What follows belongs to an exercise in optimizing a design on an open flow for small area; a production flow would make more cautious choices. Function was checked by simulation only, so behaviour that the tests miss may differ from the original. Power and IR drop assume default switching activity.

===== run.sh =====
#!/bin/bash
# synth_recipe.tcl (not shown) runs the flow's synth.tcl, then flattens the netlist and writes it again
# the make line also repeats each setting of config.mk as NAME=value (left out here)
make -C /OpenROAD-flow-scripts/flow DESIGN_CONFIG=/design/flow/config.mk WORK_HOME=/design/flow/orfs CLKGATE_MAP_FILE= SYNTH_SCRIPT=/design/flow/synth_recipe.tcl finish

===== config.mk =====
export PLATFORM = sky130hd
export DESIGN_NAME = sample_frame_bridge
export DESIGN_NICKNAME = sample_frame_bridge
export VERILOG_FILES = /design/flow/design.v
export SDC_FILE = /design/flow/constraint.sdc
export NUM_CORES = 4
export LEC_CHECK = 0
export CAP_MARGIN = 20
export CORE_MARGIN = 2
export CORE_UTILIZATION = 40
export SLEW_MARGIN = 20

===== constraint.sdc =====
create_clock -name core_clock -period 5.0 [get_ports {clk_clk}]
set_input_delay 1.0000 -clock core_clock [delete_from_list [all_inputs] [get_ports {clk_clk}]]
set_output_delay 1.0000 -clock core_clock [all_outputs]
set_load 0.01 [all_outputs]

===== design.v =====
package sample_bridge_pkg;
    localparam int DEF_CHANNELS   = 2;
    localparam int DEF_SAMPLE_W   = 32;
    localparam int DEF_FIFO_DEPTH = 16;
    localparam int DEF_DIV_W      = 16;
    function automatic int idx_w(input int n);
        idx_w = (n > 1) ? $clog2(n) : 1;
    endfunction
    function automatic int level_w(input int depth);
        level_w = $clog2(depth) + 1;
    endfunction
    function automatic int frame_w(input int channels, input int sample_w);
        frame_w = channels * sample_w;
    endfunction
endpackage
module sample_frame_fifo
#(
    parameter int WIDTH = 64,
    parameter int DEPTH = sample_bridge_pkg::DEF_FIFO_DEPTH,
    localparam int AW = $clog2(DEPTH),
    localparam int LW = sample_bridge_pkg::level_w(DEPTH)
) (
    input  logic             clk,
    input  logic             rst,
    input  logic             push,
    input  logic             pop,
    input  logic [WIDTH-1:0] din,
    output logic [WIDTH-1:0] head,
    output logic             full,
    output logic             empty,
    output logic [LW-1:0]    level
);
    logic [WIDTH-1:0] mem_r [DEPTH];
    logic [AW-1:0]    wr_addr_r;
    logic [AW-1:0]    rd_addr_r;
    logic [AW-1:0]    rd_addr_nxt_s;
    logic [LW-1:0]    level_r;
    logic [WIDTH-1:0] head_r;
    logic             push_s;
    logic             pop_s;
    assign full          = (level_r == LW'(DEPTH));
    assign empty         = (level_r == {LW{1'b0}});
    assign push_s        = push && !full;
    assign pop_s         = pop && !empty;
    assign rd_addr_nxt_s = rd_addr_r + AW'(1);
    assign head          = head_r;
    assign level         = level_r;
    always_ff @(posedge clk) begin
        if (push_s) begin
            mem_r[wr_addr_r] <= din;
        end
    end
    always_ff @(posedge clk or posedge rst) begin
        if (rst) begin
            wr_addr_r <= {AW{1'b0}};
            rd_addr_r <= {AW{1'b0}};
            level_r   <= {LW{1'b0}};
            head_r    <= {WIDTH{1'b0}};
        end else begin
            if (push_s) begin
                wr_addr_r <= wr_addr_r + AW'(1);
            end
            if (pop_s) begin
                rd_addr_r <= rd_addr_nxt_s;
            end
            case ({push_s, pop_s})
                2'b10:   level_r <= level_r + LW'(1);
                2'b01:   level_r <= level_r - LW'(1);
                default: level_r <= level_r;
            endcase
            if (push_s && (empty || (pop_s && (level_r == LW'(1))))) begin
                head_r <= din;
            end else if (pop_s && (level_r > LW'(1))) begin
                head_r <= mem_r[rd_addr_nxt_s];
            end
        end
    end
endmodule
module sample_frame_bridge
#(
    parameter int CHANNELS   = sample_bridge_pkg::DEF_CHANNELS,
    parameter int SAMPLE_W   = sample_bridge_pkg::DEF_SAMPLE_W,
    parameter int FIFO_DEPTH = sample_bridge_pkg::DEF_FIFO_DEPTH,
    parameter int DIV_W      = sample_bridge_pkg::DEF_DIV_W,
    localparam int CW = sample_bridge_pkg::idx_w(CHANNELS),
    localparam int LW = sample_bridge_pkg::level_w(FIFO_DEPTH),
    localparam int FW = sample_bridge_pkg::frame_w(CHANNELS, SAMPLE_W)
) (
    input  logic                clk_clk,
    input  logic                reset_reset,
    input  logic                enable,
    input  logic [DIV_W-1:0]    div_value,
    input  logic [FW-1:0]       sample_in,
    output logic                sample_clk,
    output logic [SAMPLE_W-1:0] rd_data,
    output logic [CW-1:0]       rd_chan,
    output logic                rd_valid,
    input  logic                rd_ready,
    input  logic [SAMPLE_W-1:0] wr_data,
    input  logic                wr_valid,
    output logic                wr_ready,
    output logic [FW-1:0]       sample_out,
    output logic [LW-1:0]       fill_level,
    output logic                overrun,
    output logic                underrun,
    input  logic                clear_flags
);
    logic [DIV_W-1:0] cnt_r;
    logic [DIV_W-1:0] cnt_nxt_s;
    logic             tick_s;
    logic             sample_clk_r;
    logic [CW-1:0]    rd_chan_r;
    logic             rd_xfer_s;
    logic             rd_last_s;
    logic             pop_s;
    logic [CW-1:0]    wr_chan_r;
    logic             wr_xfer_s;
    logic             wr_last_s;
    logic             frame_ready_r;
    logic [FW-1:0]    staging_r;
    logic [FW-1:0]    sample_out_r;
    logic             overrun_r;
    logic             underrun_r;
    logic [FW-1:0]    fifo_head_s;
    logic             fifo_full_s;
    logic             fifo_empty_s;
    logic [LW-1:0]    fifo_level_s;
    sample_frame_fifo #(
        .WIDTH (FW),
        .DEPTH (FIFO_DEPTH)
    ) u_fifo (
        .clk   (clk_clk),
        .rst   (reset_reset),
        .push  (tick_s),
        .pop   (pop_s),
        .din   (sample_in),
        .head  (fifo_head_s),
        .full  (fifo_full_s),
        .empty (fifo_empty_s),
        .level (fifo_level_s)
    );
    assign rd_xfer_s = !fifo_empty_s && rd_ready;
    assign rd_last_s = (rd_chan_r == CW'(CHANNELS - 1));
    assign pop_s     = rd_xfer_s && rd_last_s;
    assign wr_xfer_s = wr_valid && !frame_ready_r;
    assign wr_last_s = (wr_chan_r == CW'(CHANNELS - 1));
    assign sample_clk = sample_clk_r;
    assign rd_data    = fifo_head_s[int'(rd_chan_r) * SAMPLE_W +: SAMPLE_W];
    assign rd_chan    = rd_chan_r;
    assign rd_valid   = !fifo_empty_s;
    assign wr_ready   = !frame_ready_r;
    assign sample_out = sample_out_r;
    assign fill_level = fifo_level_s;
    assign overrun    = overrun_r;
    assign underrun   = underrun_r;
    always_comb begin
        tick_s    = 1'b0;
        cnt_nxt_s = {DIV_W{1'b0}};
        if (!enable) begin
            tick_s    = 1'b0;
            cnt_nxt_s = {DIV_W{1'b0}};
        end else if (cnt_r >= div_value) begin
            tick_s    = 1'b1;
            cnt_nxt_s = {DIV_W{1'b0}};
        end else begin
            tick_s    = 1'b0;
            cnt_nxt_s = cnt_r + DIV_W'(1);
        end
    end
    always_ff @(posedge clk_clk or posedge reset_reset) begin
        if (reset_reset) begin
            cnt_r        <= {DIV_W{1'b0}};
            sample_clk_r <= 1'b0;
        end else begin
            cnt_r        <= cnt_nxt_s;
            sample_clk_r <= tick_s;
        end
    end
    always_ff @(posedge clk_clk or posedge reset_reset) begin
        if (reset_reset) begin
            rd_chan_r <= {CW{1'b0}};
        end else if (rd_xfer_s) begin
            rd_chan_r <= rd_last_s ? {CW{1'b0}} : rd_chan_r + CW'(1);
        end
    end
    always_ff @(posedge clk_clk or posedge reset_reset) begin
        if (reset_reset) begin
            wr_chan_r     <= {CW{1'b0}};
            frame_ready_r <= 1'b0;
            staging_r     <= {FW{1'b0}};
            sample_out_r  <= {FW{1'b0}};
        end else begin
            if (wr_xfer_s) begin
                staging_r[int'(wr_chan_r) * SAMPLE_W +: SAMPLE_W] <= wr_data;
                wr_chan_r <= wr_last_s ? {CW{1'b0}} : wr_chan_r + CW'(1);
            end
            if (tick_s && frame_ready_r) begin
                sample_out_r  <= staging_r;
                frame_ready_r <= 1'b0;
            end else if (wr_xfer_s && wr_last_s) begin
                frame_ready_r <= 1'b1;
            end
        end
    end
    always_ff @(posedge clk_clk or posedge reset_reset) begin
        if (reset_reset) begin
            overrun_r  <= 1'b0;
            underrun_r <= 1'b0;
        end else begin
            if (tick_s && fifo_full_s) begin
                overrun_r <= 1'b1;
            end else if (clear_flags) begin
                overrun_r <= 1'b0;
            end
            if (tick_s && !frame_ready_r) begin
                underrun_r <= 1'b1;
            end else if (clear_flags) begin
                underrun_r <= 1'b0;
            end
        end
    end
endmodule

==> flow_summary_export.csv <==
group,metric,value,unit
setup_path,timing.critical_path.required,4.00,ns
clock_tree,cts_tree,"built",
final_layout,final-instance-count-excl-fill,4369,
clock_tree,clockBufferDepth,3,
final_layout,multi_input_gate_area_in_the_final_layout,12400,um^2
clock_tree,post_cts.repair.setup_buffers,0,
status,status,"complete, no violations",
power_and_ir_drop,post-layout-total-power,32.8,mW
clock_tree,hold_buffers,0,
sta,number_of_setup_violations_in_the_final_report,0,
final_layout,synthToLayoutAreaGrowth,18.4,%
setup_path,worst-path-max-fanout,26,
sta,timing.final.max_slew_violations,0,
setup_path,path_cells,"buf_4, mux2_2, clkdlybuf4s50_1",
placement,dp.final_hpwl,66000,um
clock_tree,cts.repair.resized,0,
detailed_routing,routed-via-count,23800,
sta,layout_worst_path_cycle_share,0.784,
yosys,edff_count_synth,1024,
clock_tree,tritoncts.num_buffers,133,
setup_path,worst_setup_path_end_kind,"primary output",
final_layout,post-route-cell-area,58500,um^2
die,floorplan.initialDensity,0.402,
die,die_area,126000,um^2
yosys,syn-cell-area,49500,um^2
hold_path,timing.hold.worst_endpoint,"sample_out_r[24]$_DFFE_PP0P_",
detailed_routing,routed_len_inst,26.7,um
clock_tree,cts.sink_count,1251,
clock_tree,worst_skew_pair.late_latency,0.76,ns
placement,io_buffer_count,224,
yosys,syn-num-nets,2463,
run,max-cap-violations,0,
hold_path,min_delay_path_depth,1,
final_layout,filler_cell_count,9993,
clock_tree,clk_transition_reported_paths,0.06,ns
yosys,seq_area_frac_synth,0.737,
setup_path,top_cell_family_by_delay_on_the_critical_path,"buffers and inverters",
setup_path,r2r_end,"u_fifo.mem_r[11][29]$_DFFE_PP_",
setup_path,worstPathBufferInverterCount,2,
sta,fmaxAchievable,0.255,GHz
final_layout,final_net_count,2765,
yosys,post_syn_instances,2319,
die,io_pins,225,
sta,timing.clock.skew,0.0354,ns
power_and_ir_drop,power_leakage,20.3,nW
detailed_routing,ant_nets,0,
power_and_ir_drop,power_density_over_the_cells,561,nW/um^2
yosys,total_of_flip_flops_plus_latches_after_synthesis,1251,
final_layout,register_area,36400,um^2
yosys,syn_avg_cell_area,21.3,um^2
detailed_routing,via_per_inst,5.44,
sta,unrepaired_setup_endpoints_after_global_routing,"no",
sta,worst_pin_slew,0.967,ns
die,die-width,356,um
setup_path,slowest_cell_on_the_critical_path,"sky130_fd_sc_hd__dfrtp_2",
detailed_routing,first_pass_iters,5,
die,die_height,356,um
sta,report.final.hold_viol_count,0,
yosys,ys_async_sr_fraction,0.181,
global_routing,grt-ovfl-total,0,
yosys,post_synth_num_cell_types,45,
die,rows,129,
die,core,123000,um^2
global_routing,grt_pass1_vias,25400,
setup_path,worstRegToRegCells,12,
detailed_routing,detailedRoute.firstIterationViolations,2112,
power_and_ir_drop,vdd.ir_drop.worst,0.000598,V
global_routing,grt_max_degree,134,
placement,dpl_cell_area,54200,um^2
detailed_routing,route.final.wire_length,117000,um
sta,period_minus_slack,3.92,ns
placement,gp_congestion,0.761,
setup_path,timing.critical_path.arrival,2.92,ns
hold_path,hp-class,"flop to flop",
setup_path,start_kind,"flop",
placement,post-place-cells,4123,
setup_path,critical_path.reg2reg.startpoint,"cnt_r[0]$_DFF_PP0_",
setup_path,r2r_setup_slack,1.58,ns
yosys,ys_warn_count,2,
setup_path,crit_path_max_incr_delay,0.85,ns
final_layout,drive_above_1_share,0.279,
sta,setup_tns,0,ns
setup_path,timing_worst_setup_path_type,"flop to primary output",
global_routing,grt_first_pass_wirelength,172000,um
clock_tree,clk_root_buffer_cell,"sky130_fd_sc_hd__clkbuf_16",
global_routing,antenna_found_initial,22,
detailed_routing,drc,0,
yosys,ys_dominant_reg_cell,"sky130_fd_sc_hd__edfxtp_1",
global_routing,gr-usage-all-layers,0.186,
sta,slew_headroom,0.355,
clock_tree,cts_max_level,4,
==> cells by family (layout without fill, tap and decap cells) <==
kind of cell | after synthesis | in the layout | share of synthesized area
fa+ha+maj | 26 | 26 | 0.00658
simple gates | 171 | 171 | 0.0157
buf+inv | 144 | 554 | 0.0164
mux | 611 | 611 | 0.199
other cells | 0 | 3 | 0
xor+xnor | 29 | 29 | 0.00514
flops | 1251 | 1251 | 0.737
compound gates | 87 | 87 | 0.0208
==> power breakdown <==
group          internal [mW]  switching [mW]  total, mW
Clock                   5.67            4.07       9.74
Combinational           5.34            5.18       10.5
Sequential              11.9           0.708       12.6
==> how the worst max path moves through the flow <==
stage                          start                             end  slack [ns]  cells past startpoint
3_5_place_dp            div_value[2]  u_fifo.mem_r[11][51]$_DFFE_PP_        0.56                     12
5_1_grt        rd_chan_r$_DFFE_PP0P_                     rd_data[31]        1.00                      3
2_1_floorplan          div_value[11]   u_fifo.mem_r[11][0]$_DFFE_PP_       -0.58                     10
3_3_place_gp            div_value[0]  u_fifo.mem_r[15][11]$_DFFE_PP_        0.61                     12
6_report       rd_chan_r$_DFFE_PP0P_                     rd_data[31]        1.08                      3
4_1_cts        rd_chan_r$_DFFE_PP0P_                     rd_data[31]        1.01                      3
==> per-layer routing <==
metal	global-route usage	vias up	wire length (um)
met5	0	-	143
met4	0.0491	22	2260
met3	0.0429	177	8720
met2	0.300	781	56200
met1	0.255	12700	49500
li1	-	10100	-
==> layout by cell type (no fill, tap or decap), types with 22 or more instances in the layout <==
cell	Yosys	routed
sky130_fd_sc_hd__mux4_2	256	256
sky130_fd_sc_hd__buf_4	0	26
sky130_fd_sc_hd__mux2_1	60	60
sky130_fd_sc_hd__clkdlybuf4s50_1	0	224
sky130_fd_sc_hd__nand2_1	88	88
sky130_fd_sc_hd__clkbuf_1	40	29
sky130_fd_sc_hd__mux2i_1	129	129
sky130_fd_sc_hd__inv_1	24	23
sky130_fd_sc_hd__mux2_4	60	60
sky130_fd_sc_hd__mux2_2	106	106
sky130_fd_sc_hd__clkbuf_16	0	134
sky130_fd_sc_hd__nor2_1	38	24
sky130_fd_sc_hd__buf_12	6	34
sky130_fd_sc_hd__edfxtp_1	1024	1024
sky130_fd_sc_hd__dfrtp_1	227	225
sky130_fd_sc_hd__ha_1	26	25
sky130_fd_sc_hd__clkinv_1	0	22
sky130_fd_sc_hd__o221ai_2	52	52
==> worst reg2reg max path, stage by stage (launching register included) <==
cell and delay [ns]:
sky130_fd_sc_hd__dfrtp_1 0.45, sky130_fd_sc_hd__inv_1 0.09, sky130_fd_sc_hd__ha_1 0.27, sky130_fd_sc_hd__nand2b_1 0.11
sky130_fd_sc_hd__a21oi_1 0.07, sky130_fd_sc_hd__o21ai_0 0.38, sky130_fd_sc_hd__a221o_1 0.35, sky130_fd_sc_hd__o21ai_2 0.10
sky130_fd_sc_hd__inv_2 0.16, sky130_fd_sc_hd__nand3_1 0.30, sky130_fd_sc_hd__buf_4 0.28, sky130_fd_sc_hd__nor2b_4 0.15
sky130_fd_sc_hd__buf_12 0.33
==> cell type report <==
cell class,instances,share of cell area
sequential,1251,0.622
multi-input combinational,924,0.212
clock buffer,178,0.0627
timing repair buffer,286,0.0542
tap,1637,0.0350
clock inverter,65,0.0121
inverter,25,0.00167
antenna,3,0.000128
==> sequential cells by signal, indices dropped and copies added (netlist names), named ones only <==
name and cells:
cnt_r 16, frame_ready_r 1, overrun_r 1, rd_chan_r 1, sample_clk_r 1, sample_out_r 64
u_fifo.head_r 64, u_fifo.level_r 5, u_fifo.mem_r 1024, u_fifo.rd_addr_r 4, u_fifo.wr_addr_r 4, underrun_r 1
wr_chan_r 1
==> cells in the mapped netlist, drive strengths merged (3+ instances only) <==
cell type | n | area (um^2)
nand3 | 17 | 103
o221ai | 64 | 886
ha | 26 | 325
xor2 | 17 | 149
dfrtp | 227 | 5680
nand2 | 91 | 354
nand4 | 3 | 18.8
and3 | 6 | 37.5
a21o | 3 | 22.5
nor2 | 38 | 143
buf | 79 | 568
mux2 | 226 | 2770
mux4 | 256 | 5770
mux2i | 129 | 1290
o21ai | 7 | 38.8
clkbuf | 40 | 150
nor2b | 5 | 31.3
a21oi | 9 | 45.0
inv | 25 | 93.8
xnor2 | 12 | 105
edfxtp | 1024 | 30700
and4 | 3 | 26.3
==> metrics by stage <==
step	setup slack, ns	utilization	hold WS, ns
after floorplan	-0.584	-	0.452
after global placement	0.609	0.439	0.458
after detailed placement	0.564	0.440	0.463
after CTS	1.01	0.475	0.463
after global routing	1.00	0.475	0.483
final	1.08	0.475	0.458

[port drivers added, routing unchanged]
The results above use ideal ports. As a check the final layout listed here was re-extracted and re-timed, cells and wires unchanged.
Step 1: set_driving_cell puts a clkbuf_16 on clk_clk and a buf_2 on each other input, an assumption about the parent block.
Step 2 also shifts input and output timing later by t, the mid clock arrival at the registers, as if the neighbouring blocks saw the same clock.
Three values: ideal, step 1, step 2; two values: the first two.
shift t [ns]: 0.808
setup slack, ns: 1.082 / 1.006 / 0.681
cell pins on the clock port's net: 1
After both steps setup and hold are still met in this run. The setup slack of this run moves by -0.076 ns with the drivers and by -0.401 ns with both steps.
